This design comes from an exercise in tuning for small area on the open sky130 flow, not from production work.
The RTL was checked by simulation tests, not by an equivalence proof against the original design.
Power figures rest on the tool's default switching activity, not on a simulated workload.

==> module gshare_btb_predictor, before the edit <==
module gshare_btb_predictor #(
   parameter int HIST_LEN     = 5,
   parameter int BTB_IDX_BITS = 5
) (
   input  logic                clk,
   input  logic                reset,
   input  logic [31:0]         fetch_pc,
   input  logic                fetch_advance,
   output logic                pred_taken,
   output logic [31:0]         pred_next_pc,
   output logic [HIST_LEN-1:0] pred_hist,
   input  logic                upd_valid,
   input  logic [31:0]         upd_pc,
   input  logic                upd_is_branch,
   input  logic                upd_is_jump,
   input  logic                upd_taken,
   input  logic [31:0]         upd_target,
   input  logic [HIST_LEN-1:0] upd_hist,
   input  logic                upd_mispredict,
   output logic [31:0]         mispredict_cnt
);
   localparam int N  = 32;
   localparam int DW = 58;             
   logic ph;
   always_ff @(posedge clk) ph <= ~ph;
   logic [DW-1:0] bx  [N];             
   logic [N-1:0]  bv;                  
   logic [1:0]    px  [N];             
   logic [4:0]    ghr;
   logic [N-1:0] f_sel, fp_sel, u_sel, up_sel;
   logic [4:0]   f_pidx, u_pidx;
   assign f_pidx = fetch_pc[6:2] ^ ghr;
   assign u_pidx = upd_pc[6:2] ^ upd_hist;
   always_comb begin
      for (int i = 0; i < N; i++) begin
         f_sel[i]  = (fetch_pc[6:2] == i[4:0]);
         fp_sel[i] = (f_pidx == i[4:0]);
         u_sel[i]  = (upd_pc[6:2] == i[4:0]);
         up_sel[i] = (u_pidx == i[4:0]);
      end
   end
   localparam int RW = DW + 2;
   logic [RW-1:0] f_col [N];
   logic [RW-1:0] f_sl  [N];
   always_comb begin
      for (int i = 0; i < N; i++) begin
         f_col[i] = {px[i][1], bv[i], bx[i]};
         f_sl[i]  = {fp_sel[i], {(DW+1){f_sel[i]}}};
      end
   end
   logic [RW-1:0] f_grp [11];
   for (genvar g = 0; g < 10; g++) begin : g_rd
      for (genvar j = 0; j < RW; j++) begin : g_bit
         gbp_aoi222 u_aoi (
            .a0(f_col[3*g][j]),   .s0(f_sl[3*g][j]),
            .a1(f_col[3*g+1][j]), .s1(f_sl[3*g+1][j]),
            .a2(f_col[3*g+2][j]), .s2(f_sl[3*g+2][j]),
            .y (f_grp[g][j]));
      end
   end
   assign f_grp[10] = ~((f_col[30] & f_sl[30]) | (f_col[31] & f_sl[31]));
   logic [DW-1:0] f_rx, f_rd;
   logic          f_v, f_pbx, f_pb;
   always_comb begin
      logic [RW-1:0] acc;
      acc = '1;
      for (int g = 0; g < 11; g++) acc = acc & f_grp[g];
      {f_pbx, f_v, f_rx} = ~acc;
   end
   assign f_rd = f_rx ^ {DW{ph}};
   assign f_pb = f_pbx ^ ph;
   logic        f_hit, f_jump;
   logic [31:0] f_tgt;
   assign f_jump = f_rd[57];
   assign f_tgt  = f_rd[56:25];
   assign f_hit  = f_v && (f_rx[24:0] == (fetch_pc[31:7] ^ {25{ph}}));
   assign pred_taken = f_hit && (f_jump || f_pb);
   logic [31:0] pc4;
   logic [31:2] pc_c;
   always_comb begin
      pc_c[2] = 1'b1;
      for (int i = 3; i < 32; i++) pc_c[i] = &(fetch_pc[31:2] | ~({30{1'b1}} >> (32 - i)));
      pc4 = {fetch_pc[31:2] ^ pc_c[31:2], fetch_pc[1:0]};
   end
   assign pred_next_pc = pred_taken ? f_tgt : pc4;
   assign pred_hist    = ghr;
   logic          u_btb_wr, u_pht_wr;
   logic [DW-1:0] b_wd;
   assign u_btb_wr = upd_valid && (upd_is_jump || (upd_is_branch && upd_taken));
   assign u_pht_wr = upd_valid && upd_is_branch;
   assign b_wd     = u_btb_wr ? ({upd_is_jump, upd_target, upd_pc[31:7]} ^ {DW{ph}})
                              : {DW{1'b1}};
   for (genvar i = 0; i < N; i++) begin : g_btb
      logic a, b;
      assign a = u_btb_wr & u_sel[i];
      assign b = ~u_sel[i];
      logic [DW-1:0] nx;
      for (genvar j = 0; j < DW; j++) begin : g_bit
         gbp_o22ai u_c (.x(bx[i][j]), .a(a), .b(b), .d(b_wd[j]), .y(nx[j]));
      end
      always_ff @(posedge clk) begin
         bx[i] <= nx;
         bv[i] <= ~reset & (bv[i] | a);
      end
   end
   logic [1:0] u_cx, u_c, u_n, p_wd;
   always_comb begin
      u_cx = '0;
      for (int i = 0; i < N; i++) u_cx = u_cx | (px[i] & {2{up_sel[i]}});
   end
   assign u_c = u_cx ^ {2{ph}};
   always_comb begin
      u_n = u_c;
      if (upd_taken && u_c != 2'b11) u_n = u_c + 2'b01;
      else if (!upd_taken && u_c != 2'b00) u_n = u_c - 2'b01;
   end
   assign p_wd = reset    ? (2'b01 ^ {2{ph}}) :
                 u_pht_wr ? (u_n ^ {2{ph}}) : 2'b11;
   for (genvar i = 0; i < N; i++) begin : g_pht
      logic a, b;
      assign a = reset | (u_pht_wr & up_sel[i]);
      assign b = ~reset & ~up_sel[i];
      logic [1:0] nx;
      for (genvar j = 0; j < 2; j++) begin : g_bit
         gbp_o22ai u_c (.x(px[i][j]), .a(a), .b(b), .d(p_wd[j]), .y(nx[j]));
      end
      always_ff @(posedge clk)
         px[i] <= nx;
   end
   logic [4:0] ghr_next;
   always_comb begin
      ghr_next = ghr;
      if (upd_valid && upd_mispredict && upd_is_branch)
         ghr_next = {upd_hist[3:0], upd_taken};
      else if (upd_valid && upd_mispredict && upd_is_jump)
         ghr_next = upd_hist;
      else if (fetch_advance && f_hit && !f_jump)
         ghr_next = {ghr[3:0], pred_taken};
   end
   always_ff @(posedge clk) begin
      if (reset) ghr <= '0;
      else       ghr <= ghr_next;
   end
   logic        c_inc;
   logic [32:0] c_c;
   always_comb begin
      c_c[0] = 1'b1;
      for (int i = 1; i < 33; i++) c_c[i] = c_c[i-1] & mispredict_cnt[i-1];
   end
   assign c_inc = upd_valid && upd_mispredict && !c_c[32];
   always_ff @(posedge clk) begin
      if (reset) mispredict_cnt <= '0;
      else       mispredict_cnt <= mispredict_cnt ^ (c_c[31:0] & {32{c_inc}});
   end
   logic unused_ok;
   assign unused_ok = &{1'b0, fetch_pc[1:0], upd_pc[1:0]};
endmodule
==> flow/config.mk <==
export PLATFORM = sky130hd
export DESIGN_NAME = gshare_btb_predictor
export DESIGN_NICKNAME = gshare_btb_predictor
export VERILOG_FILES = /design/flow/design.v
export SDC_FILE = /design/flow/constraint.sdc
export NUM_CORES = 4
export LEC_CHECK = 0
export CAP_MARGIN = 20
export CORE_MARGIN = 2
export CORE_UTILIZATION = 60
export SETUP_SLACK_MARGIN = 0.3
export SLEW_MARGIN = 20
export SYNTH_HIERARCHICAL = 1
==> flow/constraint.sdc <==
create_clock -name core_clock -period 8.0 [get_ports {clk}]
set_input_delay 1.6000 -clock core_clock [delete_from_list [all_inputs] [get_ports {clk}]]
set_output_delay 1.6000 -clock core_clock [all_outputs]
set_load 0.01 [all_outputs]
standard.sh (not shown) runs the stock make flow with config.mk's settings and CLKGATE_MAP_FILE= SYNTH_SCRIPT=/design/flow/synth_recipe.tcl, a recipe that flattens the netlist after the stock synthesis.
==> flow/flow/run.sh <==
#!/bin/bash
# Layout flow: the standard synthesis and ORFS steps, with a leaner clock
# tree (no dummy loads) and smaller port buffers. Each step's output goes to a
# log file of its own in the work folder.
set -euo pipefail

# Standard synthesis, unchanged.
bash standard.sh synth > flow_synth.log 2>&1

# Port buffers: one per port as usual, but the smallest buffer cell.
export BUFFER_PORTS_ARGS="-buffer_cell sky130_fd_sc_hd__buf_1"
# Clock tree: ORFS's default call, without dummy loads.
export CTS_ARGS="-sink_clustering_enable -repair_clock_nets -dont_use_dummy_load -sink_clustering_size 25 -sink_clustering_max_diameter 100"

bash standard.sh floorplan > flow_floorplan.log 2>&1
bash standard.sh place > flow_place.log 2>&1
bash standard.sh cts > flow_cts.log 2>&1
bash standard.sh finish > flow_finish.log 2>&1
The starting point finished with timing, DRC and antenna clean.
Change:
--- a/flow/design.v
+++ b/flow/design.v
@@ -22,7 +22,7 @@
    localparam int N  = 32;
    localparam int DW = 58;             
    logic ph;
-   always_ff @(posedge clk) ph <= ~ph;
+   always_ff @(posedge clk) ph <= ~reset & ~ph;
    logic [DW-1:0] bx  [N];             
    logic [N-1:0]  bv;                  
    logic [1:0]    px  [N];             
@@ -88,8 +88,14 @@
    logic [DW-1:0] b_wd;
    assign u_btb_wr = upd_valid && (upd_is_jump || (upd_is_branch && upd_taken));
    assign u_pht_wr = upd_valid && upd_is_branch;
-   assign b_wd     = u_btb_wr ? ({upd_is_jump, upd_target, upd_pc[31:7]} ^ {DW{ph}})
-                              : {DW{1'b1}};
+   logic          w_p1, w_p0;
+   logic [DW-1:0] b_wv;
+   assign b_wv = {upd_is_jump, upd_target, upd_pc[31:7]};
+   assign w_p1 = u_btb_wr & ph;
+   assign w_p0 = u_btb_wr & ~ph;
+   for (genvar j = 0; j < DW; j++) begin : g_wd
+      gbp_mux2i u_wd (.s(b_wv[j]), .a0(w_p0), .a1(w_p1), .y(b_wd[j]));
+   end
    for (genvar i = 0; i < N; i++) begin : g_btb
       logic a, b;
       assign a = u_btb_wr & u_sel[i];
@@ -114,7 +120,7 @@
       if (upd_taken && u_c != 2'b11) u_n = u_c + 2'b01;
       else if (!upd_taken && u_c != 2'b00) u_n = u_c - 2'b01;
    end
-   assign p_wd = reset    ? (2'b01 ^ {2{ph}}) :
+   assign p_wd = reset    ? 2'b10 :
                  u_pht_wr ? (u_n ^ {2{ph}}) : 2'b11;
    for (genvar i = 0; i < N; i++) begin : g_pht
       logic a, b;
@@ -167,3 +173,9 @@
 );
    assign y = ~((x | a) & (b | d));
 endmodule
+module gbp_mux2i (
+   input  logic s, a0, a1,
+   output logic y
+);
+   assign y = ~(s ? a1 : a0);
+endmodule
Result: Power goes up by 1.7%. Routed wire length goes down by 1.7%. Cell area hardly moves. Utilization grows by 0.15 points. First-iteration DRC count drops by 3.3%. Maximum frequency went up by 0.80%. Setup slack is better by 0.062 ns. Non-clock buffer count goes down by 33. Hold slack barely changes. Via count hardly moves. Clock power hardly moves.

========
The RTL this note starts from:
==> flow/design.v <==
module gshare_btb_predictor #(
   parameter int HIST_LEN     = 5,
   parameter int BTB_IDX_BITS = 5
) (
   input  logic                clk,
   input  logic                reset,
   input  logic [31:0]         fetch_pc,
   input  logic                fetch_advance,
   output logic                pred_taken,
   output logic [31:0]         pred_next_pc,
   output logic [HIST_LEN-1:0] pred_hist,
   input  logic                upd_valid,
   input  logic [31:0]         upd_pc,
   input  logic                upd_is_branch,
   input  logic                upd_is_jump,
   input  logic                upd_taken,
   input  logic [31:0]         upd_target,
   input  logic [HIST_LEN-1:0] upd_hist,
   input  logic                upd_mispredict,
   output logic [31:0]         mispredict_cnt
);
   localparam int N  = 32;
   localparam int DW = 58;             
   localparam int RW = DW + 2;         
   logic                 ph;           
   logic [N-1:0][DW-1:0] bx;           
   logic [N-1:0]         bv;           
   logic [N-1:0][1:0]    px;           
   logic [4:0]           ghr;
   logic [4:0]   f_pidx, u_pidx;
   logic [N-1:0] f_sel, fp_sel, u_sel, up_sel;
   assign f_pidx = fetch_pc[6:2] ^ ghr;
   assign u_pidx = upd_pc[6:2] ^ upd_hist;
   for (genvar i = 0; i < N; i++) begin : g_dec
      assign f_sel[i]  = (fetch_pc[6:2] == i);
      assign fp_sel[i] = (f_pidx == i);
      assign u_sel[i]  = (upd_pc[6:2] == i);
      assign up_sel[i] = (u_pidx == i);
   end
   logic [N-1:0][RW-1:0] f_col, f_sl;
   for (genvar i = 0; i < N; i++) begin : g_col
      assign f_col[i] = {px[i][1], bv[i], bx[i]};
      assign f_sl[i]  = {fp_sel[i], {(DW+1){f_sel[i]}}};
   end
   logic [10:0][RW-1:0] f_grp;
   for (genvar g = 0; g < 10; g++) begin : g_rd
      for (genvar j = 0; j < RW; j++) begin : g_bit
         gbp_aoi222 u_aoi (
            .a0(f_col[3*g][j]),   .s0(f_sl[3*g][j]),
            .a1(f_col[3*g+1][j]), .s1(f_sl[3*g+1][j]),
            .a2(f_col[3*g+2][j]), .s2(f_sl[3*g+2][j]),
            .y (f_grp[g][j]));
      end
   end
   assign f_grp[10] = ~((f_col[30] & f_sl[30]) | (f_col[31] & f_sl[31]));
   logic [RW-1:0] f_rall;
   assign f_rall = ~(f_grp[0] & f_grp[1] & f_grp[2] & f_grp[3] & f_grp[4] & f_grp[5] &
                     f_grp[6] & f_grp[7] & f_grp[8] & f_grp[9] & f_grp[10]);
   logic [DW-1:0] f_rx, f_rd;
   logic          f_v, f_pb;
   assign f_rx = f_rall[DW-1:0];
   assign f_v  = f_rall[DW];
   assign f_pb = f_rall[DW+1] ^ ph;
   assign f_rd = f_rx ^ {DW{ph}};
   logic        f_hit, f_jump;
   logic [31:0] f_tgt;
   assign f_jump = f_rd[57];
   assign f_tgt  = f_rd[56:25];
   assign f_hit  = f_v && (f_rx[24:0] == (fetch_pc[31:7] ^ {25{ph}}));
   assign pred_taken = f_hit && (f_jump || f_pb);
   logic [31:2] pc_c;
   assign pc_c[2] = 1'b1;
   for (genvar i = 3; i < 32; i++) begin : g_inc
      assign pc_c[i] = &fetch_pc[i-1:2];
   end
   assign pred_next_pc = pred_taken ? f_tgt : {fetch_pc[31:2] ^ pc_c[31:2], fetch_pc[1:0]};
   assign pred_hist    = ghr;
   logic          u_btb_wr, u_pht_wr;
   logic [DW-1:0] b_wd;
   assign u_btb_wr = upd_valid && (upd_is_jump || (upd_is_branch && upd_taken));
   assign u_pht_wr = upd_valid && upd_is_branch;
   assign b_wd     = u_btb_wr ? ({upd_is_jump, upd_target, upd_pc[31:7]} ^ {DW{ph}})
                              : {DW{1'b1}};
   logic [N-1:0][DW-1:0] bx_n;
   logic [N-1:0]         bv_n;
   for (genvar i = 0; i < N; i++) begin : g_btb
      logic a, b;
      assign a = u_btb_wr & u_sel[i];
      assign b = ~u_sel[i];
      for (genvar j = 0; j < DW; j++) begin : g_bit
         gbp_o22ai u_c (.x(bx[i][j]), .a(a), .b(b), .d(b_wd[j]), .y(bx_n[i][j]));
      end
      assign bv_n[i] = ~reset & (bv[i] | a);
   end
   logic [N-1:0][1:0] u_term;
   for (genvar i = 0; i < N; i++) begin : g_pterm
      assign u_term[i] = px[i] & {2{up_sel[i]}};
   end
   logic [1:0] u_cx, u_c, u_n, p_wd;
   always_comb begin
      u_cx = '0;
      for (int i = 0; i < N; i++) u_cx = u_cx | u_term[i];
   end
   assign u_c = u_cx ^ {2{ph}};
   always_comb begin
      u_n = u_c;
      if (upd_taken && u_c != 2'b11) u_n = u_c + 2'b01;
      else if (!upd_taken && u_c != 2'b00) u_n = u_c - 2'b01;
   end
   assign p_wd = reset    ? 2'b10 :
                 u_pht_wr ? (u_n ^ {2{ph}}) : 2'b11;
   logic [N-1:0][1:0] px_n;
   for (genvar i = 0; i < N; i++) begin : g_pht
      logic a, b;
      assign a = reset | (u_pht_wr & up_sel[i]);
      assign b = ~reset & ~up_sel[i];
      for (genvar j = 0; j < 2; j++) begin : g_bit
         gbp_o22ai u_c (.x(px[i][j]), .a(a), .b(b), .d(p_wd[j]), .y(px_n[i][j]));
      end
   end
   always_ff @(posedge clk) begin
      ph <= ~reset & ~ph;
      bx <= bx_n;
      bv <= bv_n;
      px <= px_n;
   end
   logic [4:0] ghr_next;
   always_comb begin
      ghr_next = ghr;
      if (upd_valid && upd_mispredict && upd_is_branch)
         ghr_next = {upd_hist[3:0], upd_taken};
      else if (upd_valid && upd_mispredict && upd_is_jump)
         ghr_next = upd_hist;
      else if (fetch_advance && f_hit && !f_jump)
         ghr_next = {ghr[3:0], pred_taken};
   end
   always_ff @(posedge clk) begin
      if (reset) ghr <= '0;
      else       ghr <= ghr_next;
   end
   logic        c_inc;
   logic [32:0] c_c;
   assign c_c[0] = 1'b1;
   for (genvar i = 1; i < 33; i++) begin : g_cnt
      assign c_c[i] = c_c[i-1] & mispredict_cnt[i-1];
   end
   assign c_inc = upd_valid && upd_mispredict && !c_c[32];
   always_ff @(posedge clk) begin
      if (reset) mispredict_cnt <= '0;
      else       mispredict_cnt <= mispredict_cnt ^ (c_c[31:0] & {32{c_inc}});
   end
   logic unused_ok;
   assign unused_ok = &{1'b0, fetch_pc[1:0], upd_pc[1:0]};
endmodule
module gbp_aoi222 (
   input  logic a0, s0, a1, s1, a2, s2,
   output logic y
);
   assign y = ~((a0 & s0) | (a1 & s1) | (a2 & s2));
endmodule
module gbp_o22ai (
   input  logic x, a, b, d,
   output logic y
);
   assign y = ~((x | a) & (b | d));
endmodule
==> flow/config.mk <==
export PLATFORM = sky130hd
export DESIGN_NAME = gshare_btb_predictor
export DESIGN_NICKNAME = gshare_btb_predictor
export VERILOG_FILES = /design/flow/design.v
export SDC_FILE = /design/flow/constraint.sdc
export NUM_CORES = 4
export LEC_CHECK = 0
export CAP_MARGIN = 20
export CORE_MARGIN = 2
export CORE_UTILIZATION = 60
export SETUP_SLACK_MARGIN = 0.3
export SLEW_MARGIN = 20
export SYNTH_HIERARCHICAL = 1
==> flow/constraint.sdc <==
create_clock -name core_clock -period 8.0 [get_ports {clk}]
set_input_delay 1.6000 -clock core_clock [delete_from_list [all_inputs] [get_ports {clk}]]
set_output_delay 1.6000 -clock core_clock [all_outputs]
set_load 0.01 [all_outputs]
Scripts as last shown in full above: flow/flow/run.sh
Next try:
--- a/flow/design.v
+++ b/flow/design.v
@@ -76,11 +76,16 @@
    assign pred_next_pc = pred_taken ? f_tgt : {fetch_pc[31:2] ^ pc_c[31:2], fetch_pc[1:0]};
    assign pred_hist    = ghr;
    logic          u_btb_wr, u_pht_wr;
-   logic [DW-1:0] b_wd;
+   logic [DW-1:0] b_wv, b_wd;
+   assign b_wv     = {upd_is_jump, upd_target, upd_pc[31:7]};
    assign u_btb_wr = upd_valid && (upd_is_jump || (upd_is_branch && upd_taken));
    assign u_pht_wr = upd_valid && upd_is_branch;
-   assign b_wd     = u_btb_wr ? ({upd_is_jump, upd_target, upd_pc[31:7]} ^ {DW{ph}})
-                              : {DW{1'b1}};
+   logic w_p1, w_p0;
+   assign w_p1 = u_btb_wr & ph;
+   assign w_p0 = u_btb_wr & ~ph;
+   for (genvar j = 0; j < DW; j++) begin : g_wd
+      gbp_mux2i u_wd (.s(b_wv[j]), .a0(w_p0), .a1(w_p1), .y(b_wd[j]));
+   end
    logic [N-1:0][DW-1:0] bx_n;
    logic [N-1:0]         bv_n;
    for (genvar i = 0; i < N; i++) begin : g_btb
@@ -164,3 +169,9 @@
 );
    assign y = ~((x | a) & (b | d));
 endmodule
+module gbp_mux2i (
+   input  logic s, a0, a1,
+   output logic y
+);
+   assign y = ~(s ? a1 : a0);
+endmodule
Effect: The changed run went through all stages and came out clean; die area hardly moves; count of clock-buffer cells in the layout goes up by 1; sequential cell count stays the same; design area goes up by about 0.8%; routed wire length goes down by about 3.5%; worst setup slack improves by 120 ps; maximum frequency goes up by about 1.6%; final cell count goes down by about 0.8%; sequential share of layout area goes down by 0.43 points; worst hold slack stays flat; synthesized area stays flat.

-- separate check: timing with driven ports --
In the flow no input, the clock included, has a driving cell. The finished layouts below were timed again as built, in two steps. Step 1: set_driving_cell puts a clkbuf_16 on clk and a buf_2 on each other input, an assumption about the parent block. Step 2 times the ports against the registers' clock, not the clock port: input delays grow and output delays shrink by t, the midpoint of the rising clock arrivals with the driver on. a / b / c = no drivers / after step 1 / after step 2; a / b = the first two.
run | shift t [ns] | slack for setup (ns) | hold slack, ns | clock arrival spread, ns | worst register clock-pin slew, ns
the first run of note 1 | 0.766 | 0.207 / 0.166 / 0.166 | 0.446 / 0.446 / 0.446 | 0.059 / 0.059 | 0.11 / 0.11
the second run of note 1 | 0.772 | 0.270 / 0.242 / 0.242 | 0.446 / 0.446 / 0.446 | 0.067 / 0.067 | 0.11 / 0.11
the first run of note 2 | 0.784 | 0.190 / 0.161 / 0.161 | 0.444 / 0.444 / 0.444 | 0.082 / 0.082 | 0.12 / 0.12
the second run of note 2 | 0.794 | 0.312 / 0.259 / 0.259 | 0.443 / 0.443 / 0.443 | 0.084 / 0.084 | 0.11 / 0.11
After both steps every run listed still meets setup and hold. For the second run of note 2, which loses most, drivers alone change the setup slack by -0.053 ns; drivers and shift together by -0.053 ns.
